This is an optimization exercise on Yosys and OpenROAD, whose aim is small area, a short achievable clock period and few clock cycles, not a production implementation. RTL that was checked went through simulation tests only; none was proved equivalent to the original. The RTL of run 6 was laid out without a check of its function. No activity file was given, so power comes from the tool's default toggle rates.

### design/flow/config.mk
export PLATFORM = sky130hd
export DESIGN_NAME = shared_mem_responder
export DESIGN_NICKNAME = shared_mem_responder
export VERILOG_FILES = /design/flow/design.v
export SDC_FILE = /design/flow/constraint.sdc
export NUM_CORES = 4
export LEC_CHECK = 0
export CAP_MARGIN = 20
export CORE_MARGIN = 2
export CORE_UTILIZATION = 45
export CTS_CLUSTER_DIAMETER = 100
export CTS_CLUSTER_SIZE = 25
export PLACE_DENSITY = 0.6
export SETUP_SLACK_MARGIN = 3.1
export SLEW_MARGIN = 20
### design/flow/constraint.sdc
create_clock -name core_clock -period 6.0 [get_ports {clk}]
set_input_delay 1.2000 -clock core_clock [delete_from_list [all_inputs] [get_ports {clk}]]
set_output_delay 1.2000 -clock core_clock [all_outputs]
set_load 0.01 [all_outputs]
### design/flow/design.v
module shared_mem_responder #(
    parameter int ADDR_W = 16,
    parameter int DATA_W = 16,
    parameter int DEPTH  = 256
) (
    input  logic                clk,
    input  logic                rst_n,
    input  logic [2:0]          read,
    input  logic [2:0]          write,
    input  logic [3*ADDR_W-1:0] address,
    input  logic [3*DATA_W-1:0] data_in,
    output logic [3*DATA_W-1:0] data_out,
    output logic [2:0]          ack,
    output logic                busy,
    output logic [1:0]          grant_id,
    output logic                err_oor,
    output logic                err_proto
);
    localparam int GRP_W = 3;                  
    localparam int NGRP  = 1 << GRP_W;
    localparam int NRSEL = DEPTH / NGRP;       
    logic [DEPTH-1:0][DATA_W-1:0] mem_q;
    logic [2:0] inflight_q;
    logic [2:0] elig;
    logic [2:0] pick;
    assign elig = (read | write) & ~inflight_q;
    assign pick = {elig[2] & ~elig[1] & ~elig[0], elig[1] & ~elig[0], elig[0]};
    logic [ADDR_W-1:0] p_addr;
    logic [DATA_W-1:0] p_wdata;
    logic              p_rd, p_wr, p_oor, p_wen;
    logic [1:0]        p_core;
    assign p_addr  = ({ADDR_W{pick[0]}} & address[0*ADDR_W +: ADDR_W])
                   | ({ADDR_W{pick[1]}} & address[1*ADDR_W +: ADDR_W])
                   | ({ADDR_W{pick[2]}} & address[2*ADDR_W +: ADDR_W]);
    assign p_wdata = ({DATA_W{pick[0]}} & data_in[0*DATA_W +: DATA_W])
                   | ({DATA_W{pick[1]}} & data_in[1*DATA_W +: DATA_W])
                   | ({DATA_W{pick[2]}} & data_in[2*DATA_W +: DATA_W]);
    assign p_rd    = |(pick & read);
    assign p_wr    = |(pick & write);
    assign p_core  = {pick[2], pick[1]};
    assign p_oor   = |p_addr[ADDR_W-1:8];
    assign p_wen   = p_wr & ~p_oor;
    logic              s1_valid_q;
    logic [1:0]        s1_core_q;
    logic              s1_rd_q, s1_wr_q, s1_oor_q;
    logic [GRP_W-1:0]  s1_grp_q;        
    logic [NRSEL-1:0]  s1_rsel_q;       
    logic [15:0]       s1_ml_q;         
    logic [15:0]       s1_hiw_q;        
    logic [15:0]       s1_hik_q;        
    logic [DATA_W-1:0] s1_wdata_q;
    logic              s2_valid_q;
    logic [1:0]        s2_core_q;
    logic              s2_ld_q, s2_oor_q, s2_proto_q;
    logic [NGRP-1:0]   s2_gsel_q;       
    logic [DATA_W-1:0] s2_cand_q [NGRP];
    logic [DATA_W-1:0] cand [NGRP];
    always_comb begin
        for (int g = 0; g < NGRP; g++) cand[g] = '0;
        for (int w = 0; w < DEPTH; w++)
            cand[w % NGRP] = cand[w % NGRP]
                | ({DATA_W{s1_rsel_q[w / NGRP]}} & mem_q[w]);
    end
    for (genvar w = 0; w < DEPTH; w++) begin : g_word
        logic we_w, keep_w;
        assign we_w   = s1_hiw_q[w / 16] & s1_ml_q[w % 16];
        assign keep_w = s1_hik_q[w / 16] | ~s1_ml_q[w % 16];
        always_ff @(posedge clk) begin
            mem_q[w] <= ({DATA_W{we_w}} & s1_wdata_q) | ({DATA_W{keep_w}} & mem_q[w]);
        end
    end
    logic [2:0]          ack_q;
    logic                busy_q;
    logic [1:0]          grant_q;
    logic [3*DATA_W-1:0] data_out_q;
    logic                err_oor_q, err_proto_q;
    logic [DATA_W-1:0]   rdata;
    logic [2:0]          ack_nx;
    always_comb begin
        rdata = '0;
        for (int g = 0; g < NGRP; g++)
            rdata = rdata | ({DATA_W{s2_gsel_q[g]}} & s2_cand_q[g]);
    end
    assign ack_nx = s2_valid_q ? (3'b001 << s2_core_q) : 3'b000;
    always_ff @(posedge clk or negedge rst_n) begin
        if (!rst_n) begin
            inflight_q  <= 3'b000;
            s1_valid_q  <= 1'b0;
            s1_hiw_q    <= '0;
            s1_hik_q    <= '1;
            s2_valid_q  <= 1'b0;
            ack_q       <= 3'b000;
            busy_q      <= 1'b0;
            grant_q     <= 2'd2;
            data_out_q  <= '0;
            err_oor_q   <= 1'b0;
            err_proto_q <= 1'b0;
        end else begin
            inflight_q <= (inflight_q | pick) & ~ack_nx;
            s1_valid_q <= |pick;
            s1_hiw_q   <= {16{p_wen}} & (16'd1 << p_addr[7:4]);
            s1_hik_q   <= ~({16{p_wen}} & (16'd1 << p_addr[7:4]));
            s2_valid_q <= s1_valid_q;
            ack_q      <= ack_nx;
            busy_q     <= s2_valid_q;
            if (s2_valid_q) begin
                grant_q <= s2_core_q;
                if (s2_ld_q) data_out_q[int'(s2_core_q)*DATA_W +: DATA_W] <= rdata;
                if (s2_oor_q)   err_oor_q   <= 1'b1;
                if (s2_proto_q) err_proto_q <= 1'b1;
            end
        end
    end
    always_ff @(posedge clk) begin
        s1_core_q  <= p_core;
        s1_rd_q    <= p_rd;
        s1_wr_q    <= p_wr;
        s1_oor_q   <= p_oor;
        s1_grp_q   <= p_addr[GRP_W-1:0];
        s1_rsel_q  <= NRSEL'(1) << p_addr[7:GRP_W];
        s1_ml_q    <= 16'd1 << p_addr[3:0];
        s1_wdata_q <= p_wdata;
        s2_core_q  <= s1_core_q;
        s2_ld_q    <= s1_rd_q & ~s1_wr_q;
        s2_oor_q   <= s1_oor_q;
        s2_proto_q <= s1_rd_q & s1_wr_q;
        s2_gsel_q  <= s1_oor_q ? '0 : NGRP'(1) << s1_grp_q;
        for (int g = 0; g < NGRP; g++)
            s2_cand_q[g] <= cand[g];
    end
    assign ack       = ack_q;
    assign busy      = busy_q;
    assign grant_id  = grant_q;
    assign data_out  = data_out_q;
    assign err_oor   = err_oor_q;
    assign err_proto = err_proto_q;
endmodule
### design/flow/run.sh
#!/bin/bash
# synth_recipe.tcl (not shown) runs the flow's synth.tcl, then flattens the netlist and writes it again
# the make line also repeats each setting of config.mk as NAME=value (left out here)
make -C /OpenROAD-flow-scripts/flow DESIGN_CONFIG=/design/flow/config.mk WORK_HOME=/design/flow/orfs CLKGATE_MAP_FILE= SYNTH_SCRIPT=/design/flow/synth_recipe.tcl finish
==> impl_metrics.env, run 1 <==
export IMPL_busiest_layer="met2"
export IMPL_slew_headroom_pct=9.149
export IMPL_pin_count=160
export IMPL_cts_max_path_buffers=4
export IMPL_timing_fmax_mhz=329.8
export IMPL_synthTopCellsByCount="a22o_1 (4,400), dfxtp_1 (4,309), clkbuf_1 (1,868)"
export IMPL_finalSetupViolCount=0
export IMPL_yosysMostFrequentCell="a22o_1"
export IMPL_hold_viol_final=0
export IMPL_run_status="no timing/DRC/antenna violations"
export IMPL_grt_max_degree=168
export IMPL_leakage_nw=62.63
export IMPL_period_needed_ps=3032
export IMPL_layout_drive_gt1_share_pct=6.280
export IMPL_synthFlopType="dfxtp_1"
export IMPL_synth_fp_nets=14230
export IMPL_synthArstFlopShare_pct=2.113
export IMPL_fp_dieW_um=595.9
export IMPL_dieHeight_um=595.9
export IMPL_root_buffer="clkbuf_16"
export IMPL_initial_core_util_pct=45.15
export IMPL_vias=138800
export IMPL_wl_per_cell_um=44.09
export IMPL_clock_sinks=4402
export IMPL_drtAntennaViolNets=0
export IMPL_synth_area_mm2=0.1577
export IMPL_hold_buffers=0
export IMPL_grt_first_pass_wirelength_mm=1057
export IMPL_crit_reg2reg_launch="s1_rsel_q[9]$_SDFF_PN0_"
export IMPL_endpoint_kind="flop"
export IMPL_overflow=0
export IMPL_first_global_vias=128200
export IMPL_worstPathCellList="buf_12 > buf_4 > a221oi_1 > nand3_1 > or4_1"
export IMPL_arrival_ps=3910
export IMPL_slowest_stage="or4_1"
export IMPL_clkLatencyLatePin_ps=1010
export IMPL_cts_buffers=200
export IMPL_globalplace_congestion=0.9719
export IMPL_reg2reg_slack_ps=2970
export IMPL_vias_per_cell=7.854
export IMPL_nets=12930
export IMPL_timing_rr_end="s2_cand_q[3][0]$_DFF_P_"
export IMPL_crit_path_start_kind="flop"
export IMPL_maxCapViolations=0
export IMPL_hold_path_class="input port to asynchronous set/reset pin"
export IMPL_synth_edf_count=0
export IMPL_seq_area_mm2=0.08882
export IMPL_worst_path_max_fanout=74
export IMPL_critPathKind="flop to flop"
export IMPL_fin_tns_setup_ps=0
export IMPL_syn_avg_cell_area_um2=11.17
export IMPL_cts_htree_levels=4
export IMPL_crit_buf_inv=2
export IMPL_cellPowerDensity_mw_per_mm2=430.6
export IMPL_ys_ff_latch=4402
export IMPL_fin_skew_ps=51.02
export IMPL_antenna_found_initial=86
export IMPL_areaGrowthSynthToFinish_pct=6.120
export IMPL_required_ps=6880
export IMPL_io_buffers=159
export IMPL_dr_first_iter_drc_count=23650
export IMPL_fin_total_pwr_w=0.07204
export IMPL_track_usage_pct=41.82
export IMPL_synth_top_cell_area_share_pct=54.71
export IMPL_dp_hpwl_mm=433.7
export IMPL_setup_slack_ps=2968
export IMPL_rows=217
export IMPL_core_area_mm2=0.3492
export IMPL_synthDistinctLibCells=40
export IMPL_firstDrtPassIters=7
export IMPL_wirelength_mm=779.0
export IMPL_ys_warn_count=3
export IMPL_hold_ws_ps=155.5
export IMPL_r2r_cells=5
export IMPL_pre_cts_slack_ps=2293
export IMPL_finalCritPeriodShare_pct=50.53
export IMPL_multiInputGateArea_mm2=0.06153
export IMPL_rsz0062_at_grt="no"
export IMPL_maxSlewViolCount=0
export IMPL_drc_errors=0
export IMPL_syn_inst=14120
export IMPL_cts_tree="done"
export IMPL_met2_usage_pct=58.11
export IMPL_path_clk_slew_ps=100
export IMPL_dieArea_mm2=0.3551
export IMPL_max_stage_delay_ps=590
export IMPL_use_met1_pct=52.48
export IMPL_fillCellCount=31070
export IMPL_yosysSeqAreaShare_pct=56.20
export IMPL_yosys_top_cells_area="dfxtp_1 (55%), a22o_1 (24%), a22oi_1 (7.6%), clkbuf_1 (4.4%), a221oi_1 (1.5%)"
export IMPL_met3_usage_pct=15.73
export IMPL_yosysTopAreaCell="dfxtp_1"
export IMPL_crit_family="simple AND/OR/NAND/NOR gates"
export IMPL_ir_drop_mv=0.4962
export IMPL_tightest_slew_ps=1363
==> how the worst max path moves through the flow <==
stage	startpoint	endpoint	slack (ps)	depth (start not counted)
finish	s1_rsel_q[9]$_SDFF_PN0_	s2_cand_q[3][0]$_DFF_P_	2970	5
global route	data_out_q[42]$_DFFE_PN0P_	data_out[42]	3100	1
CTS	grant_q[1]$_DFFE_PN1P_	grant_id[1]	2970	1
detailed placement	read[0]	s1_hik_q[5]$_DFF_PN1_	2290	6
global placement	read[0]	s1_hik_q[5]$_DFF_PN1_	2320	6
floorplan	write[2]	s1_hik_q[13]$_DFF_PN1_	3390	7
==> per-layer routing <==
metal  wire length (um)  vias to the layer above
li1                   -                    52370
met1             279900                    69110
met2             313100                    13590
met3             119000                     3645
met4              66690                       38
met5                290                        -
==> cell type report <==
class | count | area share [%]
clock inverters | 9 | 0.06581
clock buffers | 222 | 3.148
inverters | 4 | 0.008974
well taps | 4599 | 3.439
repair buffers | 541 | 3.151
flip-flops and latches | 4402 | 53.09
diodes | 216 | 0.3231
multi-input cells | 7673 | 36.78
==> cells by family after synthesis <==
family / Yosys count / synth area share [%]
AOI/OAI and AO/OA: 6303 / 33.72
DFF: 4402 / 56.20
buffers and inverters: 2043 / 4.916
and+or+nand+nor: 1363 / 5.107
adders and majority gates: 5 / 0.03968
muxes: 2 / 0.01428
==> where the power goes <==
group | internal (W) | switching, W | total (W)
sequential | 0.0345 | 0.00538 | 0.0399
combinational | 0.00486 | 0.0111 | 0.0160
clock | 0.00629 | 0.00985 | 0.0161
==> what timing repair did <==
item                       in CTS  in global routing
gates cloned                    0                  0
setup endpoints to repair      56                 21
gates resized for setup        59                  6
setup buffers                  14                  8
==> state kept, by name, indices dropped and copies added (netlist names), 3 cells and up <==
| signal | flops |
|---|---|
| s1_ml_q | 16 |
| data_out_q | 48 |
| s1_rsel_q | 32 |
| ack_q | 3 |
| s1_grp_q | 3 |
| s1_hiw_q | 16 |
| mem_q | 4096 |
| s2_gsel_q | 8 |
| s1_wdata_q | 16 |
| s2_cand_q | 128 |
| s1_hik_q | 16 |
| inflight_q | 3 |
==> placed cells by master (no fill, tap or decap), drive strengths merged, types with 6 or more instances in the layout <==
cell type / synthesis / layout
a21o: 6 / 6
a21oi: 17 / 17
a221oi: 273 / 273
a22o: 4400 / 4400
a22oi: 1600 / 1600
and2: 261 / 261
buf: 171 / 382
clkbuf: 1868 / 224
clkdlybuf4s50: 0 / 102
dfrtp: 76 / 76
dfstp: 17 / 17
dfxtp: 4309 / 4309
diode: 0 / 216
dlygate4sd2: 0 / 50
inv: 4 / 11
nand2: 8 / 8
nand2b: 265 / 265
nand3: 276 / 276
nand4: 272 / 272
nor2: 115 / 115
nor3: 6 / 6
nor4: 7 / 7
or2: 19 / 19
or4: 128 / 128
==> stage by stage <==
step / utilization (%) / area, um2 / instances
final: 47.92 / 167300 / 17670
after global placement: 46.03 / 160700 / 17180
after CTS: 47.67 / 166400 / 17430
after detailed placement: 46.12 / 161000 / 17190
after floorplan: - / 157700 / 14120
after global routing: 47.83 / 167000 / 17540
==> worst register-to-register path: cells and delay by family, from the launching register on <==
kind | cells | cell delay (ps)
buffers and inverters | 2 | 1060
AO/OA/AOI/OAI | 1 | 460
AND/OR/NAND/NOR | 2 | 900
flip-flops | 1 | 510
Testbench counts, summed over its fixed seeds: cycles 24,016.
==> inputs of run 2 (changes only) <==
--- a/design/flow/design.v
+++ b/design/flow/design.v
@@ -18,7 +18,7 @@
 );
     localparam int GRP_W = 3;                  
     localparam int NGRP  = 1 << GRP_W;
-    localparam int NRSEL = DEPTH / NGRP;       
+    localparam int NRSEL = DEPTH / 4;          
     logic [DEPTH-1:0][DATA_W-1:0] mem_q;
     logic [2:0] inflight_q;
     logic [2:0] elig;
@@ -59,7 +59,7 @@
         for (int g = 0; g < NGRP; g++) cand[g] = '0;
         for (int w = 0; w < DEPTH; w++)
             cand[w % NGRP] = cand[w % NGRP]
-                | ({DATA_W{s1_rsel_q[w / NGRP]}} & mem_q[w]);
+                | ({DATA_W{s1_rsel_q[w / 4]}} & mem_q[w]);
     end
     for (genvar w = 0; w < DEPTH; w++) begin : g_word
         logic we_w, keep_w;
@@ -71,7 +71,7 @@
     end
     logic [2:0]          ack_q;
     logic                busy_q;
-    logic [1:0]          grant_q;
+    logic [1:0]          grant_q;         
     logic [3*DATA_W-1:0] data_out_q;
     logic                err_oor_q, err_proto_q;
     logic [DATA_W-1:0]   rdata;
@@ -91,7 +91,7 @@
             s2_valid_q  <= 1'b0;
             ack_q       <= 3'b000;
             busy_q      <= 1'b0;
-            grant_q     <= 2'd2;
+            grant_q     <= 2'd0;
             data_out_q  <= '0;
             err_oor_q   <= 1'b0;
             err_proto_q <= 1'b0;
@@ -104,7 +104,7 @@
             ack_q      <= ack_nx;
             busy_q     <= s2_valid_q;
             if (s2_valid_q) begin
-                grant_q <= s2_core_q;
+                grant_q <= {~s2_core_q[1], s2_core_q[0]};
                 if (s2_ld_q) data_out_q[int'(s2_core_q)*DATA_W +: DATA_W] <= rdata;
                 if (s2_oor_q)   err_oor_q   <= 1'b1;
                 if (s2_proto_q) err_proto_q <= 1'b1;
@@ -117,7 +117,7 @@
         s1_wr_q    <= p_wr;
         s1_oor_q   <= p_oor;
         s1_grp_q   <= p_addr[GRP_W-1:0];
-        s1_rsel_q  <= NRSEL'(1) << p_addr[7:GRP_W];
+        s1_rsel_q  <= NRSEL'(1) << p_addr[7:2];
         s1_ml_q    <= 16'd1 << p_addr[3:0];
         s1_wdata_q <= p_wdata;
         s2_core_q  <= s1_core_q;
@@ -130,7 +130,7 @@
     end
     assign ack       = ack_q;
     assign busy      = busy_q;
-    assign grant_id  = grant_q;
+    assign grant_id  = {~grant_q[1], grant_q[0]};
     assign data_out  = data_out_q;
     assign err_oor   = err_oor_q;
     assign err_proto = err_proto_q;
--- a/design/flow/config.mk
+++ b/design/flow/config.mk
@@ -11,5 +11,5 @@
 export CTS_CLUSTER_DIAMETER = 100
 export CTS_CLUSTER_SIZE = 25
 export PLACE_DENSITY = 0.6
-export SETUP_SLACK_MARGIN = 3.1
+export SETUP_SLACK_MARGIN = 3.3
 export SLEW_MARGIN = 20
==> impl_metrics.env, run 2 <==
export IMPL_run_status="no timing/DRC/antenna violations"
export IMPL_fp_dieW_um=597.6
export IMPL_yosysMostFrequentCell="a22o_1"
export IMPL_ys_warn_count=3
export IMPL_vias=138100
export IMPL_yosys_top_cells_area="dfxtp_1 (55%), a22o_1 (24%), a22oi_1 (7.6%), clkbuf_1 (4.2%), a221oi_1 (1.5%)"
export IMPL_timing_fmax_mhz=345.9
export IMPL_synth_area_mm2=0.1585
export IMPL_fin_tns_setup_ps=0
export IMPL_hold_path_class="input port to asynchronous set/reset pin"
export IMPL_dpl_cell_count=17250
export IMPL_required_ps=6890
export IMPL_ir_drop_mv=0.4587
export IMPL_endpoint_kind="flop"
export IMPL_largest_reg_flops=4096
export IMPL_dp_hpwl_mm=447.8
export IMPL_clkLatencyLatePin_ps=990
export IMPL_synth_compound_area_share_pct=33.55
export IMPL_tightest_slew_ps=1465
export IMPL_maxSlewViolCount=0
export IMPL_firstDrtPassIters=12
export IMPL_rows=217
export IMPL_layout_commonest_cell="a22o_1"
export IMPL_final_cell_mix="a22o_1 (4,400), dfxtp_1 (4,257), a22oi_1 (1,594)"
export IMPL_largestRegisters="mem_q x4096, s2_cand_q x128, s1_rsel_q x64"
export IMPL_leakage_nw=62.88
export IMPL_synthMuxAreaShare_pct=0.01342
export IMPL_critPathKind="flop to flop"
export IMPL_dr_first_iter_drc_count=23710
export IMPL_cts_htree_levels=4
export IMPL_worst_path_max_fanout=16
export IMPL_synthTopCellsByCount="a22o_1 (4,400), dfxtp_1 (4,341), clkbuf_1 (1,792)"
export IMPL_initial_core_util_pct=45.30
export IMPL_synth_top_cell_area_share_pct=54.81
export IMPL_ys_ff_latch=4434
export IMPL_cellPowerDensity_mw_per_mm2=418.3
export IMPL_crit_path_start_kind="flop"
export IMPL_synth_simple_area_share_pct=5.176
export IMPL_drtAntennaViolNets=0
export IMPL_layoutNonFillerInstCount=17660
export IMPL_hold_viol_final=0
export IMPL_arrival_ps=3780
export IMPL_regMostFlops="mem_q"
export IMPL_period_needed_ps=2891
export IMPL_grt_max_degree=167
export IMPL_pin_count=160
export IMPL_antenna_found_initial=86
export IMPL_yosysTopAreaCell="dfxtp_1"
export IMPL_slew_headroom_pct=2.320
export IMPL_grt_first_pass_wirelength_mm=1056
export IMPL_synth_edf_count=0
export IMPL_dieHeight_um=597.6
export IMPL_synthAdderAreaFrac_pct=0.03946
export IMPL_syn_avg_cell_area_um2=11.17
export IMPL_synth_top_family_by_area="compound AO/OA/AOI/OAI gates"
export IMPL_layout_drive_gt1_share_pct=7.306
export IMPL_cts_buffers=200
export IMPL_finalSetupViolCount=0
export IMPL_synth_fp_nets=14310
export IMPL_dieArea_mm2=0.3571
export IMPL_synthDistinctLibCells=43
export IMPL_overflow=0
export IMPL_clock_sinks=4434
export IMPL_syn_inst=14200
export IMPL_cts_tree="done"
export IMPL_synth_xor_area_share_pct=0
export IMPL_path_clk_slew_ps=110
export IMPL_finalCritPeriodShare_pct=48.18
export IMPL_synthArstFlopShare_pct=2.097
export IMPL_maxCapViolations=0
export IMPL_wl_per_cell_um=44.05
export IMPL_wirelength_mm=778.1
export IMPL_fin_skew_ps=52.41
export IMPL_vias_per_cell=7.816
export IMPL_track_usage_pct=41.56
export IMPL_synthFlopType="dfxtp_1"
export IMPL_yosysSeqAreaShare_pct=56.29
export IMPL_first_global_vias=128100
export IMPL_rsz0062_at_grt="yes"
export IMPL_areaGrowthSynthToFinish_pct=5.872
export IMPL_globalplace_congestion=0.9766
export IMPL_cts_max_path_buffers=4
export IMPL_io_buffers=159
export IMPL_root_buffer="clkbuf_16"
export IMPL_core_area_mm2=0.3500
export IMPL_drc_errors=0
export IMPL_nets=13020
-- run 2: final timing paths --
path / depth (start not counted) / endpoint / startpoint / slack (ps)
setup / recovery: 4 / data_out_q[30]$_DFFE_PN0P_ / s2_gsel_q[3]$_SDFF_PP0_ / 3110
hold / removal: 1 / err_proto_q$_DFFE_PN0P_ / rst_n / 250
setup reg to reg: 4 / data_out_q[30]$_DFFE_PN0P_ / s2_gsel_q[3]$_SDFF_PP0_ / 3110
hold reg to reg: 0 / s2_core_q[1]$_DFF_P_ / s1_core_q[1]$_DFF_P_ / 340
max in group asynchronous: 2 / data_out_q[22]$_DFFE_PN0P_ / rst_n / 4770
min in group core_clock: 0 / s2_core_q[1]$_DFF_P_ / s1_core_q[1]$_DFF_P_ / 340
-- run 2: worst max-delay path, stage by stage (launching register included) --
cell and delay (ps):
dfxtp_1 320, buf_4 260, a22oi_1 1170, nand4_1 630
a22o_1 380
-- run 2: per-layer routing --
| metal | track usage [%] | wire length (um) | vias to the layer above |
|---|---|---|---|
| li1 | - | - | 52520 |
| met1 | 51.65 | 276400 | 68980 |
| met2 | 57.60 | 310900 | 13080 |
| met3 | 15.65 | 118000 | 3433 |
| met4 | 32.51 | 72440 | 40 |
| met5 | 0.2941 | 405 | - |
-- run 2: cell families after synthesis --
group | count (synthesis)
compound gates | 6304
fa+ha+maj | 5
buf+inv | 2052
flops | 4434
mux | 2
simple gates | 1399
-- run 2: layout make-up --
type | count | area [um2]
antenna | 130 | 325.3
fill | 31230 | 182100
tap | 4599 | 5754
inverter | 6 | 22.52
sequential | 4434 | 89580
timing repair buffer | 552 | 4923
clock buffer | 218 | 5157
clock inverter | 13 | 120.1
multi-input combinational | 7712 | 61960
-- run 2: repair_timing --
action | in CTS | in global routing
hold buffers | 0 | 0
resized for setup | 286 | 43
pin swaps | 3 | 7
gates cloned | 2 | 0
endpoints found under the setup margin | 187 | 146
buffers inserted | 27 | 17
-- run 2: per-stage QoR --
stage	util (%)	worst slack, ps	hold slack [ps]	total power [W]	instance area [um2]
detailed placement	46.15	1723	315.0	0.05346	161500
global route	47.89	3223	302.0	0.07143	167600
finish	47.96	3109	247.5	0.07021	167900
global placement	46.08	1699	318.6	0.05296	161300
floorplan	-	3392	309.6	0.04669	158500
CTS	47.72	3201	257.2	0.06886	167000
-- run 2: where the power goes --
part | switching, W | total (W) | internal, W
Clock | 0.00987 | 0.0160 | 0.00617
Sequential | 0.00525 | 0.0399 | 0.0346
Combinational | 0.00963 | 0.0143 | 0.00464
Total | 0.0248 | 0.0702 | 0.0455
Testbench counts of run 2, summed over its fixed seeds: cycles 24,016.
==> inputs of run 3 (changes only) <==
--- a/design/flow/config.mk
+++ b/design/flow/config.mk
@@ -7,9 +7,9 @@
 export LEC_CHECK = 0
 export CAP_MARGIN = 20
 export CORE_MARGIN = 2
-export CORE_UTILIZATION = 45
+export CORE_UTILIZATION = 50
 export CTS_CLUSTER_DIAMETER = 100
 export CTS_CLUSTER_SIZE = 25
-export PLACE_DENSITY = 0.6
+export PLACE_DENSITY = 0.62
 export SETUP_SLACK_MARGIN = 3.3
 export SLEW_MARGIN = 20
==> impl_metrics.env, run 3 <==
export IMPL_core_area_mm2=0.3152
export IMPL_finalSetupViolCount=0
export IMPL_firstDrtPassIters=9
export IMPL_grt_max_degree=146
export IMPL_rsz0062_at_grt="yes"
export IMPL_path_clk_slew_ps=100
export IMPL_largest_reg_flops=4096
export IMPL_vias=139100
export IMPL_rows=206
export IMPL_fillCellCount=27020
export IMPL_yosys_top_cells_area="dfxtp_1 (55%), a22o_1 (24%), a22oi_1 (7.6%), clkbuf_1 (4.2%), a221oi_1 (1.5%)"
export IMPL_dp_hpwl_mm=441.0
export IMPL_cts_tree="done"
export IMPL_drc_errors=0
export IMPL_synthDistinctLibCells=43
export IMPL_seq_area_mm2=0.08959
export IMPL_globalplace_congestion=0.9816
export IMPL_synthFlopType="dfxtp_1"
export IMPL_fin_skew_ps=67.57
export IMPL_hold_ws_ps=278.5
export IMPL_layout_commonest_cell="a22o_1"
export IMPL_syn_avg_cell_area_um2=11.17
export IMPL_run_status="complete, but fails checks"
export IMPL_cts_buffers=200
export IMPL_synth_area_mm2=0.1585
export IMPL_slowest_stage="dfstp_2"
export IMPL_grt_first_pass_wirelength_mm=1049
export IMPL_tightest_slew_ps=1541
export IMPL_worst_path_max_fanout=21
export IMPL_initial_core_util_pct=50.29
export IMPL_timing_rr_end="mem_q[2278]$_DFF_P_"
export IMPL_wirelength_mm=771.7
export IMPL_cts_htree_levels=4
export IMPL_final_cell_mix="a22o_1 (4,400), dfxtp_1 (4,252), a22oi_1 (1,598)"
export IMPL_leakage_nw=62.68
export IMPL_nets=12970
export IMPL_timing_fmax_mhz=343.2
export IMPL_crit_buf_inv=0
export IMPL_period_needed_ps=2914
export IMPL_cellPowerDensity_mw_per_mm2=418.6
export IMPL_ys_ff_latch=4434
export IMPL_cts_max_path_buffers=4
export IMPL_yosysSeqAreaShare_pct=56.29
export IMPL_finalCritPeriodShare_pct=48.57
export IMPL_clkLatencyLatePin_ps=980
export IMPL_fin_total_pwr_w=0.06996
export IMPL_ir_drop_mv=0.4920
export IMPL_crit_path_start_kind="flop"
export IMPL_pre_cts_slack_ps=2250
export IMPL_root_buffer="clkbuf_16"
export IMPL_fp_dieW_um=567.1
export IMPL_syn_inst=14200
export IMPL_clock_sinks=4434
export IMPL_endpoint_kind="flop"
export IMPL_critPathKind="flop to flop"
export IMPL_drtAntennaViolNets=0
export IMPL_setup_slack_ps=3086
export IMPL_arrival_ps=3820
export IMPL_slew_headroom_pct=-2.731
export IMPL_antenna_found_initial=83
export IMPL_layout_drive_gt1_share_pct=7.106
export IMPL_dr_first_iter_drc_count=24900
export IMPL_max_stage_delay_ps=1390
export IMPL_dieHeight_um=567.1
export IMPL_vias_per_cell=8.100
export IMPL_hold_path_class="input port to asynchronous set/reset pin"
export IMPL_reg2reg_slack_ps=3090
export IMPL_required_ps=6910
export IMPL_maxCapViolations=0
export IMPL_r2r_cells=2
export IMPL_wl_per_cell_um=44.93
export IMPL_first_global_vias=128200
export IMPL_yosysMostFrequentCell="a22o_1"
export IMPL_maxSlewViolCount=25
export IMPL_overflow=0
export IMPL_synth_fp_nets=14310
export IMPL_synthTopCellsByCount="a22o_1 (4,400), dfxtp_1 (4,341), clkbuf_1 (1,792)"
export IMPL_fin_tns_setup_ps=0
export IMPL_areaGrowthSynthToFinish_pct=5.419
export IMPL_largestRegisters="mem_q x4096, s2_cand_q x128, s1_rsel_q x64"
export IMPL_pin_count=160
export IMPL_ys_warn_count=3
export IMPL_io_buffers=159
export IMPL_hold_viol_final=0
export IMPL_crit_reg2reg_launch="s1_hik_q[8]$_DFF_PN1_"
export IMPL_track_usage_pct=45.57
export IMPL_crit_family="flip-flops"
export IMPL_regMostFlops="mem_q"
export IMPL_worstPathCellList="nand2b_1 > a22o_1"
export IMPL_violations="slew limit"
export IMPL_multiInputGateArea_mm2=0.06190
export IMPL_synth_edf_count=0
export IMPL_synth_top_cell_area_share_pct=54.81
export IMPL_dieArea_mm2=0.3216
export IMPL_synthArstFlopShare_pct=2.097
export IMPL_yosysTopAreaCell="dfxtp_1"
-- run 3: cell counts after synthesis --
No cell type changed its count.
-- run 3: power breakdown --
group / switching, W / internal, W / leakage, nW
Clock: 0.00983 / 0.00619 / 2.59
Sequential: 0.00538 / 0.0347 / 36.3
Combinational: 0.00932 / 0.00458 / 23.8
-- run 3: kinds of logic after synthesis --
group	Yosys count	share of synthesized area (%)
and+or+nand+nor	1399	5.176
adders and majority gates	5	0.03946
AOI/OAI and AO/OA	6304	33.55
DFF	4434	56.29
buffers and inverters	2052	4.928
muxes	2	0.01342
-- run 3: metrics by stage --
stage	cells	instance area, um2	util [%]
2_1_floorplan	14200	158500	-
3_3_place_gp	16770	160500	50.91
3_5_place_dp	16770	160800	51.00
4_1_cts	17020	166200	52.71
5_1_grt	17070	166900	52.94
6_report	17170	167100	53.02
-- run 3: area by class of cell --
class                   count  area share [%]
clock inverters            10         0.06962
inverters                   6         0.01348
flip-flops and latches   4434           53.61
diodes                    122          0.1827
well taps                4160           3.114
clock buffers             219           3.101
repair buffers            512           2.876
multi-input cells        7710           37.04
-- run 3: worst max path at each step --
stage	start	endpoint	slack [ps]	cells past startpoint
final	s1_hik_q[8]$_DFF_PN1_	mem_q[2278]$_DFF_P_	3090	2
after CTS	data_out_q[32]$_DFFE_PN0P_	data_out[32]	3230	1
after global placement	read[1]	s1_hik_q[7]$_DFF_PN1_	2180	6
after detailed placement	read[1]	s1_hik_q[11]$_DFF_PN1_	2250	6
after global routing	write[2]	s1_hik_q[3]$_DFF_PN1_	3190	6
after floorplan	write[2]	s1_hik_q[13]$_DFF_PN1_	3390	7
-- run 3: what timing repair did --
action | CTS | global route
buffers inserted | 17 | 18
pin swaps | 2 | 5
endpoints found under the setup margin | 163 | 168
resized for setup | 295 | 46
endpoints found under the hold margin | 0 | 0
hold buffers | 0 | 0
-- run 3: per-layer routing --
metal	GRT usage (%)	vias to the layer above	part of all wire [%]
met2	63.37	13730	40
met4	35.15	40	9.1
li1	-	52420	-
met1	56.44	69190	35
met3	17.53	3715	16
met5	0.4314	-	0.085
==> inputs of run 4 (changes only) <==
--- a/design/flow/design.v
+++ b/design/flow/design.v
@@ -45,9 +45,9 @@
     logic              s1_rd_q, s1_wr_q, s1_oor_q;
     logic [GRP_W-1:0]  s1_grp_q;        
     logic [NRSEL-1:0]  s1_rsel_q;       
-    logic [15:0]       s1_ml_q;         
-    logic [15:0]       s1_hiw_q;        
-    logic [15:0]       s1_hik_q;        
+    logic [7:0]        s1_ml_q;         
+    logic [31:0]       s1_hiw_q;        
+    logic [31:0]       s1_hik_q;        
     logic [DATA_W-1:0] s1_wdata_q;
     logic              s2_valid_q;
     logic [1:0]        s2_core_q;
@@ -63,8 +63,8 @@
     end
     for (genvar w = 0; w < DEPTH; w++) begin : g_word
         logic we_w, keep_w;
-        assign we_w   = s1_hiw_q[w / 16] & s1_ml_q[w % 16];
-        assign keep_w = s1_hik_q[w / 16] | ~s1_ml_q[w % 16];
+        assign we_w   = s1_hiw_q[w / 8] & s1_ml_q[w % 8];
+        assign keep_w = s1_hik_q[w / 8] | ~s1_ml_q[w % 8];
         always_ff @(posedge clk) begin
             mem_q[w] <= ({DATA_W{we_w}} & s1_wdata_q) | ({DATA_W{keep_w}} & mem_q[w]);
         end
@@ -98,8 +98,8 @@
         end else begin
             inflight_q <= (inflight_q | pick) & ~ack_nx;
             s1_valid_q <= |pick;
-            s1_hiw_q   <= {16{p_wen}} & (16'd1 << p_addr[7:4]);
-            s1_hik_q   <= ~({16{p_wen}} & (16'd1 << p_addr[7:4]));
+            s1_hiw_q   <= {32{p_wen}} & (32'd1 << p_addr[7:3]);
+            s1_hik_q   <= ~({32{p_wen}} & (32'd1 << p_addr[7:3]));
             s2_valid_q <= s1_valid_q;
             ack_q      <= ack_nx;
             busy_q     <= s2_valid_q;
@@ -118,7 +118,7 @@
         s1_oor_q   <= p_oor;
         s1_grp_q   <= p_addr[GRP_W-1:0];
         s1_rsel_q  <= NRSEL'(1) << p_addr[7:2];
-        s1_ml_q    <= 16'd1 << p_addr[3:0];
+        s1_ml_q    <= 8'd1 << p_addr[2:0];
         s1_wdata_q <= p_wdata;
         s2_core_q  <= s1_core_q;
         s2_ld_q    <= s1_rd_q & ~s1_wr_q;
--- a/design/flow/config.mk
+++ b/design/flow/config.mk
@@ -7,9 +7,9 @@
 export LEC_CHECK = 0
 export CAP_MARGIN = 20
 export CORE_MARGIN = 2
-export CORE_UTILIZATION = 50
+export CORE_UTILIZATION = 45
 export CTS_CLUSTER_DIAMETER = 100
 export CTS_CLUSTER_SIZE = 25
-export PLACE_DENSITY = 0.62
+export PLACE_DENSITY = 0.6
 export SETUP_SLACK_MARGIN = 3.3
 export SLEW_MARGIN = 20
==> impl_metrics.env, run 4 <==
export IMPL_largest_reg_flops=4096
export IMPL_ir_drop_mv=0.6823
export IMPL_rows=218
export IMPL_cts_max_path_buffers=4
export IMPL_arrival_ps=3750
export IMPL_hold_buffers=0
export IMPL_first_global_vias=129200
export IMPL_met2_usage_pct=59.81
export IMPL_fin_tns_setup_ps=0
export IMPL_synthFlopType="dfxtp_1"
export IMPL_synthTopCellsByCount="a22o_1 (4,400), dfxtp_1 (4,333), clkbuf_1 (1,601)"
export IMPL_layoutNonFillerInstCount=17920
export IMPL_ys_ff_latch=4458
export IMPL_required_ps=6840
export IMPL_timing_fmax_mhz=344.3
export IMPL_p_clk_share_pct=22.9
export IMPL_synth_top_cell_area_share_pct=54.42
export IMPL_tightest_slew_ps=1432
export IMPL_syn_avg_cell_area_um2=11.21
export IMPL_p_int_w=0.04575
export IMPL_run_status="no timing/DRC/antenna violations"
export IMPL_wl_per_cell_um=45.10
export IMPL_initial_core_util_pct=45.20
export IMPL_yosysTopAreaCell="dfxtp_1"
export IMPL_pwr_share_seq_pct=56.9
export IMPL_fp_dieW_um=599.2
export IMPL_overflow=0
export IMPL_busiest_layer="met2"
export IMPL_power_frac_comb_pct=20.2
export IMPL_clkLatencyLatePin_ps=1020
export IMPL_finalSetupViolCount=0
export IMPL_p_switching_w=0.02484
export IMPL_fillCellCount=31550
export IMPL_endpoint_kind="flop"
export IMPL_largestRegisters="mem_q x4096, s2_cand_q x128, s1_rsel_q x64"
export IMPL_drtAntennaViolNets=0
export IMPL_nets=13120
export IMPL_synth_area_mm2=0.1594
export IMPL_maxSlewViolCount=0
export IMPL_regMostFlops="mem_q"
export IMPL_cts_buffers=200
export IMPL_synth_fp_nets=14330
export IMPL_hold_path_class="input port to asynchronous set/reset pin"
export IMPL_globalplace_congestion=0.9907
export IMPL_syn_inst=14220
export IMPL_yosysMostFrequentCell="a22o_1"
export IMPL_reg2reg_slack_ps=3100
export IMPL_cts_htree_levels=4
export IMPL_endpoint="s2_cand_q[7][12]$_DFF_P_"
export IMPL_yosysSeqAreaShare_pct=56.40
export IMPL_layout_commonest_cell="a22o_1"
export IMPL_grt_first_pass_wirelength_mm=1091
export IMPL_dpl_cell_count=17460
export IMPL_met3_usage_pct=17.85
export IMPL_slew_headroom_pct=4.563
export IMPL_use_met1_pct=52.53
export IMPL_pin_count=160
export IMPL_crit_path_start_kind="flop"
export IMPL_period_needed_ps=2904
export IMPL_seq_area_mm2=0.09023
export IMPL_synthArstFlopShare_pct=2.804
export IMPL_cellPowerDensity_mw_per_mm2=416.6
export IMPL_dp_hpwl_mm=464.7
export IMPL_dieArea_mm2=0.3590
export IMPL_core_area_mm2=0.3527
export IMPL_r2r_cells=4
export IMPL_grt_max_degree=153
export IMPL_vias_per_cell=7.814
export IMPL_firstDrtPassIters=7
export IMPL_worst_path_max_fanout=22
export IMPL_rsz0062_at_grt="yes"
export IMPL_areaGrowthSynthToFinish_pct=6.296
export IMPL_timing_critical_path_from="s1_rsel_q[49]$_SDFF_PP0_"
export IMPL_synth_edf_count=0
export IMPL_yosys_top_cells_area="dfxtp_1 (54%), a22o_1 (24%), a22oi_1 (7.5%), clkbuf_1 (3.8%), a221oi_1 (1.5%)"
export IMPL_io_buffers=159
export IMPL_layout_drive_gt1_share_pct=7.803
export IMPL_vias=140100
export IMPL_swShare_pct=35.18
export IMPL_dr_first_iter_drc_count=24500
export IMPL_cts_tree="done"
export IMPL_multiInputGateArea_mm2=0.06208
export IMPL_track_usage_pct=43.17
export IMPL_final_cell_mix="a22o_1 (4,400), dfxtp_1 (4,245), a22oi_1 (1,600)"
export IMPL_clock_sinks=4458
export IMPL_fin_total_pwr_w=0.07059
export IMPL_ys_warn_count=3
export IMPL_finalCritPeriodShare_pct=48.41
export IMPL_path_clk_slew_ps=110
export IMPL_drc_errors=0
export IMPL_root_buffer="clkbuf_16"
export IMPL_critPathKind="flop to flop"
export IMPL_hold_ws_ps=211.5
export IMPL_hold_viol_final=0
export IMPL_dieHeight_um=599.2
export IMPL_leakage_nw=63.60
export IMPL_fin_skew_ps=49.60
export IMPL_maxCapViolations=0
export IMPL_crit_reg2reg_launch="s1_rsel_q[49]$_SDFF_PP0_"
export IMPL_antenna_found_initial=134
export IMPL_wirelength_mm=808.3
export IMPL_synthDistinctLibCells=43
export IMPL_timing_rr_end="s2_cand_q[7][12]$_DFF_P_"
## run 4: cell types whose count changed in the layout (fill, tap and decap cells not counted), moves of 5 or more
cell     before   now
nand3_1     262   255
dfrtp_1      66    88
or2_1        16    32
dfstp_2      13    32
dfxtp_1    4252  4245
buf_6        50    42
buf_4       279   380
and2_1      209   204
diode_2     122   159
nand4_1     272   287
nand3_2      22    11
## run 4: kinds of logic after synthesis
kind of cell    after synthesis  synth area share [%]
compound gates             6304                 33.37
flops                      4458                 56.40
buf+inv                    2028                 4.946
simple gates               1423                 5.232
fa+ha+maj                     5               0.03925
mux                           2               0.01334
## run 4: critical path, stage by stage (launching register included)
cell and delay [ps]:
dfxtp_4 560, buf_4 410, a22oi_1 650, nand4_1 350, or4_1 750
## run 4: timing repair
action	in CTS	in global routing
cloned	3	0
resized for setup	285	50
endpoints found under the setup margin	193	289
setup buffers	28	36
pin swaps	7	5
## run 4: layer usage
metal,share of wire (%),routed length (um)
met2,40,321300
met4,9.7,78740
met5,0.10,828
met3,15,123500
met1,35,284000
## run 4: power groups by stage
stage	combinational [W]	sequential (W)	clock, W
finish	0.0143	0.0401	0.0162
global route	0.0144	0.0404	0.0170
CTS	0.0135	0.0397	0.0159
detailed placement	0.0134	0.0403	0
global placement	0.0130	0.0401	0
floorplan	0.00961	0.0373	0
## run 4: through the flow
step                instance area (um2)  setup slack [ps]  util, %
floorplan                        159400              3364        -
global placement                 162600              1825    46.10
detailed placement               162800              1767    46.17
CTS                              168400              3197    47.74
global route                     169200              3120    47.97
finish                           169400              3096    48.04
## run 4: how the worst min path moves through the flow
stage,from,endpoint,slack [ps]
3_3_place_gp,s1_valid_q$_DFF_PN0_,s2_valid_q$_DFF_PN0_,330
6_report,rst_n,data_out_q[32]$_DFFE_PN0P_,210
5_1_grt,rst_n,data_out_q[43]$_DFFE_PN0P_,300
2_1_floorplan,s1_core_q[0]$_DFF_P_,s2_core_q[0]$_DFF_P_,310
3_5_place_dp,s1_core_q[1]$_DFF_P_,s2_core_q[1]$_DFF_P_,340
4_1_cts,s1_core_q[1]$_DFF_P_,s2_core_q[1]$_DFF_P_,350
## run 4: cell type report
type,count,area share (%)
well taps,4730,3.493
clock inverters,6,0.04357
repair buffers,606,3.243
clock buffers,221,3.081
multi-input cells,7737,36.64
flip-flops and latches,4458,53.25
diodes,159,0.2348
inverters,6,0.01329
Testbench counts of run 4, summed over its fixed seeds: cycles 24,016.
==> inputs of run 5 (changes only) <==
--- a/design/flow/config.mk
+++ b/design/flow/config.mk
@@ -11,5 +11,5 @@
 export CTS_CLUSTER_DIAMETER = 100
 export CTS_CLUSTER_SIZE = 25
 export PLACE_DENSITY = 0.6
-export SETUP_SLACK_MARGIN = 3.3
+export SETUP_SLACK_MARGIN = 3.4
 export SLEW_MARGIN = 20
==> impl_metrics.env, run 5 <==
export IMPL_leakage_nw=63.98
export IMPL_firstDrtPassIters=10
export IMPL_cts_tree="done"
export IMPL_slowest_stage="a22oi_1"
export IMPL_swShare_pct=35.45
export IMPL_p_clk_share_pct=22.9
export IMPL_wl_per_cell_um=45.40
export IMPL_core_area_mm2=0.3527
export IMPL_initial_core_util_pct=45.20
export IMPL_postPlaceCellArea_mm2=0.1630
export IMPL_grt_first_pass_wirelength_mm=1101
export IMPL_areaGrowthSynthToFinish_pct=6.866
export IMPL_violations="antenna rules"
export IMPL_vias=141600
export IMPL_dp_hpwl_mm=468.1
export IMPL_max_stage_delay_ps=1030
export IMPL_ys_ff_latch=4458
export IMPL_first_global_vias=129600
export IMPL_cts_max_path_buffers=4
export IMPL_dieHeight_um=599.2
export IMPL_wirelength_mm=820.5
export IMPL_p_int_w=0.04582
export IMPL_arrival_ps=3760
export IMPL_synthArstFlopShare_pct=2.804
export IMPL_synth_area_mm2=0.1594
export IMPL_pwr_share_seq_pct=56.7
export IMPL_rows=218
export IMPL_dieArea_mm2=0.3590
export IMPL_maxSlewViolCount=0
export IMPL_critPathKind="flop to flop"
export IMPL_root_buffer="clkbuf_16"
export IMPL_yosys_top_cells_area="dfxtp_1 (54%), a22o_1 (24%), a22oi_1 (7.5%), clkbuf_1 (3.8%), a221oi_1 (1.5%)"
export IMPL_worst_path_max_fanout=16
export IMPL_synth_top_cell_area_share_pct=54.42
export IMPL_nets=13180
export IMPL_yosysSeqAreaShare_pct=56.40
export IMPL_regMostFlops="mem_q"
export IMPL_hold_buffers=0
export IMPL_run_status="complete, but fails checks"
export IMPL_cellPowerDensity_mw_per_mm2=416.7
export IMPL_dpl_cell_count=17500
export IMPL_antenna_found_initial=130
export IMPL_fin_skew_ps=78.90
export IMPL_fp_dieW_um=599.2
export IMPL_syn_avg_cell_area_um2=11.21
export IMPL_power_frac_comb_pct=20.3
export IMPL_grt_max_degree=156
export IMPL_overflow=0
export IMPL_yosysMostFrequentCell="a22o_1"
export IMPL_postLayoutCoreUtil_pct=48.30
export IMPL_synthDistinctLibCells=43
export IMPL_hold_path_class="input port to asynchronous set/reset pin"
export IMPL_ys_warn_count=3
export IMPL_cts_buffers=201
export IMPL_path_clk_slew_ps=100
export IMPL_clkLatencyLatePin_ps=1040
export IMPL_rsz0062_at_grt="yes"
export IMPL_layout_drive_gt1_share_pct=8.487
export IMPL_finalSetupViolCount=0
export IMPL_clock_sinks=4458
export IMPL_yosysTopAreaCell="dfxtp_1"
export IMPL_largest_reg_flops=4096
export IMPL_ir_drop_mv=0.6337
export IMPL_required_ps=6910
export IMPL_period_needed_ps=2851
export IMPL_synth_fp_nets=14330
export IMPL_cts_htree_levels=4
export IMPL_synthFlopType="dfxtp_1"
export IMPL_final_area_mm2=0.1704
export IMPL_p_switching_w=0.02517
export IMPL_final_cell_mix="a22o_1 (4,400), dfxtp_1 (4,245), a22oi_1 (1,599)"
export IMPL_tightest_slew_ps=1406
export IMPL_endpoint_kind="flop"
export IMPL_maxCapViolations=0
export IMPL_drtAntennaViolNets=2
export IMPL_hold_viol_final=0
export IMPL_layoutNonFillerInstCount=18070
export IMPL_timing_fmax_mhz=350.8
export IMPL_dr_first_iter_drc_count=25210
export IMPL_drc_errors=0
export IMPL_synth_edf_count=0
export IMPL_vias_per_cell=7.838
export IMPL_worstPathCellList="buf_4 > a22oi_1 > nand4_1 > a22o_1"
export IMPL_io_buffers=159
export IMPL_syn_inst=14220
export IMPL_synthTopCellsByCount="a22o_1 (4,400), dfxtp_1 (4,333), clkbuf_1 (1,601)"
export IMPL_track_usage_pct=43.74
export IMPL_timing_critical_path_from="s2_gsel_q[0]$_SDFF_PP0_"
export IMPL_fin_tns_setup_ps=0
export IMPL_finalCritPeriodShare_pct=47.51
export IMPL_slew_headroom_pct=6.292
export IMPL_crit_path_start_kind="flop"
export IMPL_pin_count=160
export IMPL_crit_reg2reg_launch="s2_gsel_q[0]$_SDFF_PP0_"
export IMPL_layout_commonest_cell="a22o_1"
export IMPL_largestRegisters="mem_q x4096, s2_cand_q x128, s1_rsel_q x64"
export IMPL_globalplace_congestion=1.103
[run 5: cell types whose count changed in the layout (fill, tap and decap cells not counted), moves of 3 or more]
cell / previous run / this run
and2_1: 204 / 197
or4_4: 4 / 8
a221oi_1: 263 / 250
or4_1: 124 / 120
clkinv_8: 0 / 3
diode_2: 159 / 238
nand3_1: 255 / 250
buf_6: 42 / 48
buf_2: 30 / 35
nand3_2: 11 / 17
a221oi_2: 9 / 20
and2_2: 56 / 64
buf_4: 380 / 428
[run 5: cells by family (layout without fill, tap and decap cells)]
family | after synthesis | count (layout) | share of synthesized area, %
adders and majority gates | 5 | 5 | 0.03925
AOI/OAI and AO/OA | 6304 | 6306 | 33.37
and+or+nand+nor | 1423 | 1425 | 5.232
buffers and inverters | 2028 | 906 | 4.946
DFF | 4458 | 4458 | 56.40
muxes | 2 | 2 | 0.01334
other | 0 | 238 | 0
[run 5: path summary, 6_finish.rpt]
check                           cells after the start                          to  slack [ps]
worst min-delay path                                1  data_out_q[23]$_DFFE_PN0P_         310
worst max-delay path                                4  data_out_q[10]$_DFFE_PN0P_        3150
min in group core_clock                             0        s2_core_q[0]$_DFF_P_         340
worst min register to register                      0        s2_core_q[0]$_DFF_P_         340
max in group asynchronous                           2       s1_hiw_q[6]$_DFF_PN0_        4440
worst max register to register                      4  data_out_q[10]$_DFFE_PN0P_        3150
[run 5: routing by layer]
metal	global-route usage, %	routed length (um)
met1	53.89	288800
met4	34.50	75500
met5	0.06684	393
met2	59.66	325500
met3	18.36	130200
[run 5: stage by stage]
| step | hold slack (ps) | power, W | worst slack, ps |
|---|---|---|---|
| finish | 313.5 | 0.07098 | 3149 |
| floorplan | 309.6 | 0.04694 | 3377 |
| global route | 342.5 | 0.07204 | 3172 |
| detailed placement | 316.4 | 0.05363 | 1869 |
| global placement | 326.1 | 0.05313 | 1870 |
| CTS | 338.4 | 0.06923 | 3196 |
[run 5: power by group through the flow]
stage | Clock [W] | Sequential (W) | Combinational [W]
2_1_floorplan | 0 | 0.0373 | 0.00962
3_3_place_gp | 0 | 0.0403 | 0.0128
3_5_place_dp | 0 | 0.0405 | 0.0132
4_1_cts | 0.0160 | 0.0399 | 0.0134
5_1_grt | 0.0170 | 0.0405 | 0.0145
6_report | 0.0163 | 0.0403 | 0.0144
[run 5: worst max-delay path, delay by kind of cell (launching register included)]
family	cells	cell delay, ps
AO/OA/AOI/OAI	2	1440
buffers and inverters	1	250
flip-flops	1	320
AND/OR/NAND/NOR	1	680
[run 5: layout make-up]
cell class | instances | area (um2)
flip-flops and latches | 4458 | 90230
fillers | 31350 | 182300
multi-input cells | 7738 | 62260
diodes | 238 | 595.6
well taps | 4730 | 5918
clock buffers | 223 | 5218
repair buffers | 667 | 5981
clock inverters | 10 | 131.4
inverters | 6 | 22.52
[run 5: timing repair]
item | CTS | global route
gates resized for setup | 325 | 84
gates cloned | 3 | 1
setup endpoints to repair | 506 | 569
endpoints found under the hold margin | 0 | 0
buffers inserted | 39 | 43
pin swaps | 4 | 24
==> inputs of run 6 (changes only) <==
==> design/flow/design.v (replaced) <==
module shared_mem_responder #(
    parameter int ADDR_W = 16,
    parameter int DATA_W = 16,
    parameter int DEPTH  = 256
) (
    input  logic                clk,
    input  logic                rst_n,
    input  logic [2:0]          read,
    input  logic [2:0]          write,
    input  logic [3*ADDR_W-1:0] address,
    input  logic [3*DATA_W-1:0] data_in,
    output logic [3*DATA_W-1:0] data_out,
    output logic [2:0]          ack,
    output logic                busy,
    output logic [1:0]          grant_id,
    output logic                err_oor,
    output logic                err_proto
);
    localparam int IDX_W = $clog2(DEPTH);
    localparam int GRP_W = 2;                  
    localparam int NGRP  = 1 << GRP_W;
    logic [DATA_W-1:0] mem_q [DEPTH];
    logic [2:0] inflight_q;
    logic [2:0] elig;
    logic [2:0] pick;
    assign elig = (read | write) & ~inflight_q;
    assign pick = {elig[2] & ~elig[1] & ~elig[0], elig[1] & ~elig[0], elig[0]};
    logic              s1_valid_q;
    logic [1:0]        s1_core_q;
    logic              s1_rd_q, s1_wr_q, s1_oor_q;
    logic [IDX_W-1:0]  s1_addr_q;
    logic [DATA_W-1:0] s1_wdata_q;
    logic [ADDR_W-1:0] p_addr;
    logic [DATA_W-1:0] p_wdata;
    logic              p_rd, p_wr;
    logic [1:0]        p_core;
    assign p_addr  = ({ADDR_W{pick[0]}} & address[0*ADDR_W +: ADDR_W])
                   | ({ADDR_W{pick[1]}} & address[1*ADDR_W +: ADDR_W])
                   | ({ADDR_W{pick[2]}} & address[2*ADDR_W +: ADDR_W]);
    assign p_wdata = ({DATA_W{pick[0]}} & data_in[0*DATA_W +: DATA_W])
                   | ({DATA_W{pick[1]}} & data_in[1*DATA_W +: DATA_W])
                   | ({DATA_W{pick[2]}} & data_in[2*DATA_W +: DATA_W]);
    assign p_rd    = |(pick & read);
    assign p_wr    = |(pick & write);
    assign p_core  = {pick[2], pick[1]};
    logic              s2_valid_q;
    logic [1:0]        s2_core_q;
    logic              s2_ld_q, s2_oor_q, s2_proto_q;
    logic [GRP_W-1:0]  s2_grp_q;
    logic [DATA_W-1:0] s2_cand_q [NGRP];
    logic mem_we;
    assign mem_we = s1_valid_q & s1_wr_q & ~s1_oor_q;
    logic [2:0]          ack_q;
    logic                busy_q;
    logic [1:0]          grant_q;
    logic [3*DATA_W-1:0] data_out_q;
    logic                err_oor_q, err_proto_q;
    logic [DATA_W-1:0]   rdata;
    logic [2:0]          ack_nx;
    assign rdata  = s2_oor_q ? '0 : s2_cand_q[s2_grp_q];
    assign ack_nx = s2_valid_q ? (3'b001 << s2_core_q) : 3'b000;
    always_ff @(posedge clk or negedge rst_n) begin
        if (!rst_n) begin
            inflight_q  <= 3'b000;
            s1_valid_q  <= 1'b0;
            s2_valid_q  <= 1'b0;
            ack_q       <= 3'b000;
            busy_q      <= 1'b0;
            grant_q     <= 2'd2;
            data_out_q  <= '0;
            err_oor_q   <= 1'b0;
            err_proto_q <= 1'b0;
        end else begin
            inflight_q <= (inflight_q | pick) & ~ack_nx;
            s1_valid_q <= |pick;
            s2_valid_q <= s1_valid_q;
            ack_q      <= ack_nx;
            busy_q     <= s2_valid_q;
            if (s2_valid_q) begin
                grant_q <= s2_core_q;
                if (s2_ld_q) data_out_q[int'(s2_core_q)*DATA_W +: DATA_W] <= rdata;
                if (s2_oor_q)   err_oor_q   <= 1'b1;
                if (s2_proto_q) err_proto_q <= 1'b1;
            end
        end
    end
    always_ff @(posedge clk) begin
        s1_core_q  <= p_core;
        s1_rd_q    <= p_rd;
        s1_wr_q    <= p_wr;
        s1_oor_q   <= |p_addr[ADDR_W-1:IDX_W];
        s1_addr_q  <= p_addr[IDX_W-1:0];
        s1_wdata_q <= p_wdata;
        s2_core_q  <= s1_core_q;
        s2_ld_q    <= s1_rd_q & ~s1_wr_q;
        s2_oor_q   <= s1_oor_q;
        s2_proto_q <= s1_rd_q & s1_wr_q;
        s2_grp_q   <= s1_addr_q[GRP_W-1:0];
        for (int g = 0; g < NGRP; g++)
            s2_cand_q[g] <= mem_q[{s1_addr_q[IDX_W-1:GRP_W], GRP_W'(g)}];
    end
    always_ff @(posedge clk) begin
        if (mem_we) mem_q[s1_addr_q] <= s1_wdata_q;
    end
    assign ack       = ack_q;
    assign busy      = busy_q;
    assign grant_id  = grant_q;
    assign data_out  = data_out_q;
    assign err_oor   = err_oor_q;
    assign err_proto = err_proto_q;
endmodule
==> design/flow/config.mk (replaced) <==
export PLATFORM = sky130hd
export DESIGN_NAME = shared_mem_responder
export DESIGN_NICKNAME = shared_mem_responder
export VERILOG_FILES = /design/flow/design.v
export SDC_FILE = /design/flow/constraint.sdc
export NUM_CORES = 4
export LEC_CHECK = 0
export CAP_MARGIN = 20
export CORE_MARGIN = 2
export CORE_UTILIZATION = 40
export SLEW_MARGIN = 20
==> impl_metrics.env, run 6 <==
export IMPL_overflow=0
export IMPL_fp_dieW_um=636.1
export IMPL_layout_drive_gt1_share_pct=26.25
export IMPL_synthMuxAreaShare_pct=14.67
export IMPL_hold_viol_final=0
export IMPL_first_global_vias=77090
export IMPL_synth_area_mm2=0.1598
export IMPL_crit_family="flip-flops"
export IMPL_maxCapViolations=0
export IMPL_hold_path_class="flop to flop"
export IMPL_synthFlopType="edfxtp_1"
export IMPL_leakage_nw=56.85
export IMPL_arrival_ps=4790
export IMPL_yosys_top_cells_area="edfxtp_1 (77%), mux4_2 (15%), a22oi_1 (2.4%), dfxtp_1 (1.3%), dfrtp_1 (0.94%)"
export IMPL_regMostFlops="mem_q"
export IMPL_postCtsSetupRepairBufs=0
export IMPL_layout_commonest_cell="edfxtp_1"
export IMPL_worstPathCellList="buf_4 > mux4_2 > a22oi_1 > a21oi_1 > or4_1"
export IMPL_slew_headroom_pct=18.93
export IMPL_drtAntennaViolNets=0
export IMPL_grt_max_degree=201
export IMPL_yosysMostFrequentCell="edfxtp_1"
export IMPL_vias=77550
export IMPL_root_buffer="clkbuf_16"
export IMPL_cts_max_path_buffers=4
export IMPL_synth_edf_count=4096
export IMPL_hold_ws_ps=336.0
export IMPL_wirelength_mm=413.4
export IMPL_nets=7723
export IMPL_period_needed_ps=3955
export IMPL_initial_core_util_pct=40.10
export IMPL_areaGrowthSynthToFinish_pct=14.88
export IMPL_synth_simple_area_share_pct=1.340
export IMPL_cts_htree_levels=5
export IMPL_crit_path_start_kind="flop"
export IMPL_fin_skew_ps=40.65
export IMPL_tightest_slew_ps=1216
export IMPL_rsz0062_at_grt="no"
export IMPL_synthTopCellsByCount="edfxtp_1 (4,096), mux4_2 (1,040), a22oi_1 (512)"
export IMPL_largestRegisters="mem_q x4096, s2_cand_q x64, data_out_q x48"
export IMPL_max_stage_delay_ps=960
export IMPL_endpoint_kind="flop"
export IMPL_io_buffers=159
export IMPL_clkLatencyLatePin_ps=960
export IMPL_cts_resized=0
export IMPL_ys_ff_latch=4257
export IMPL_largest_reg_flops=4096
export IMPL_grt_first_pass_wirelength_mm=586.5
export IMPL_rows=232
export IMPL_synth_compound_area_share_pct=3.657
export IMPL_required_ps=6840
export IMPL_globalplace_congestion=0.8539
export IMPL_yosysSeqAreaShare_pct=79.16
export IMPL_cellPowerDensity_mw_per_mm2=476.7
export IMPL_synth_top_cell_area_share_pct=76.95
export IMPL_ys_warn_count=2
export IMPL_synthArstFlopShare_pct=1.433
export IMPL_hold_buffers=0
export IMPL_dr_first_iter_drc_count=9827
export IMPL_dieHeight_um=636.1
export IMPL_finalSetupViolCount=0
export IMPL_crit_buf_inv=1
export IMPL_track_usage_pct=20.02
export IMPL_finalCritPeriodShare_pct=65.92
export IMPL_syn_inst=7070
export IMPL_fin_tns_setup_ps=0
export IMPL_slowest_stage="dfxtp_4"
export IMPL_core_area_mm2=0.3986
export IMPL_cts_tree="done"
export IMPL_synth_top_family_by_area="multiplexers"
export IMPL_final_cell_mix="edfxtp_1 (4,096), mux4_2 (1,040), a22oi_1 (512)"
export IMPL_pin_count=160
export IMPL_critPathKind="flop to flop"
export IMPL_dieArea_mm2=0.4047
export IMPL_dp_hpwl_mm=237.1
export IMPL_synthDistinctLibCells=39
export IMPL_ir_drop_mv=0.4432
export IMPL_synthAdderAreaFrac_pct=0.03914
export IMPL_synth_xor_area_share_pct=0
export IMPL_antenna_found_initial=34
export IMPL_maxSlewViolCount=0
export IMPL_run_status="no timing/DRC/antenna violations"
export IMPL_yosysTopAreaCell="edfxtp_1"
export IMPL_worst_path_max_fanout=42
export IMPL_vias_per_cell=5.853
export IMPL_cts_buffers=415
export IMPL_timing_fmax_mhz=252.8
export IMPL_drc_errors=0
export IMPL_layoutNonFillerInstCount=13250
export IMPL_firstDrtPassIters=5
export IMPL_synth_fp_nets=7179
export IMPL_dpl_cell_count=12460
export IMPL_clock_sinks=4257
export IMPL_path_clk_slew_ps=60
export IMPL_wl_per_cell_um=31.20
export IMPL_syn_avg_cell_area_um2=22.61
## run 6: worst paths after layout
kind / from / end / slack [ps] / depth (start not counted)
worst min-delay path: s1_core_q[1]$_DFF_P_ / s2_core_q[1]$_DFF_P_ / 340 / 0
worst max register to register: s1_addr_q[2]$_DFF_P_ / s2_cand_q[2][8]$_DFF_P_ / 2040 / 5
min in group asynchronous: rst_n / data_out_q[37]$_DFFE_PN0P_ / 390 / 2
worst min register to register: s1_core_q[1]$_DFF_P_ / s2_core_q[1]$_DFF_P_ / 340 / 0
worst max-delay path: s1_addr_q[2]$_DFF_P_ / s2_cand_q[2][8]$_DFF_P_ / 2040 / 5
max in group asynchronous: rst_n / s2_valid_q$_DFF_PN0_ / 5120 / 2
## run 6: final cells by class
class | instances | area, um2
Inverter | 2 | 7.507
Tap cell | 5265 | 6588
Timing Repair Buffer | 553 | 5090
Clock inverter | 244 | 2494
Fill cell | 32570 | 214900
Sequential cell | 4257 | 126600
Antenna cell | 17 | 42.54
Multi-Input combinational cell | 2385 | 31590
Clock buffer | 525 | 11210
## run 6: stage by stage
stage / area (um2) / utilization [%] / setup WS (ps) / power (W)
after floorplan: 159800 / - / 1766 / 0.05272
after global placement: 169700 / 42.58 / 1953 / 0.06164
after detailed placement: 169700 / 42.59 / 1949 / 0.06205
after CTS: 183400 / 46.03 / 1965 / 0.08808
after global routing: 183600 / 46.06 / 1870 / 0.09034
final: 183600 / 46.07 / 2045 / 0.08753
## run 6: kinds of logic (layout without fill, tap and decap cells)
| kind of cell | after synthesis | after routing |
|---|---|---|
| buffers and inverters | 428 | 1324 |
| and+or+nand+nor | 464 | 464 |
| adders and majority gates | 5 | 5 |
| AOI/OAI and AO/OA | 874 | 874 |
| muxes | 1042 | 1042 |
| other | 0 | 17 |
| DFF | 4257 | 4257 |
## run 6: metal layers
layer	GRT usage, %	share of wire [%]	vias up
met4	5.636	2.9	4
met2	31.40	47	3676
met1	28.99	41	42050
met5	0	0.0058	-
li1	-	-	31270
met3	3.460	8.7	546
## run 6: power by group
part / switching (W) / internal (W) / total [W]
clock network: 0.0111 / 0.0151 / 0.0262
logic: 0.0143 / 0.00799 / 0.0222
registers: 0.00202 / 0.0371 / 0.0391
total: 0.0273 / 0.0602 / 0.0875

## static timing again, ports no longer ideal
In the flow no input, the clock included, has a driving cell. The finished layouts below were timed again as built, in two steps. Step 1: set_driving_cell puts a clkbuf_16 on clk and a buf_2 on each other input, an assumption about the parent block. Step 2 adds t to the input delays and takes it off the output delays; t is the mean of the earliest and latest rising clock arrival at the registers after step 1. Input paths then give back, and output paths get back, about the clock's delay inside the block. Three values: ideal ports, drivers, drivers and shift; two values: the first two.
run	t, ns	setup slack, ns	worst setup path at the end	worst register clock-pin slew, ns	worst data-port slew with drivers (ns)
run 1	1.098	2.968 / 2.968 / 2.398	input to register	0.11 / 0.11	0.06
run 2	1.085	3.109 / 3.109 / 2.434	input to register	0.11 / 0.11	0.09
run 3	1.061	3.086 / 3.086 / 2.278	input to register	0.11 / 0.11	0.09
run 4	1.107	3.096 / 3.096 / 2.355	input to register	0.11 / 0.11	0.52
run 5	1.123	3.149 / 3.063 / 2.443	input to register	0.11 / 0.11	0.30
run 6	1.055	2.045 / 2.045 / 2.045	register to register	0.07 / 0.07	0.10
The setup slack of run 3, which loses most, moves by 0.000 ns with the drivers and by -0.808 ns with both steps.
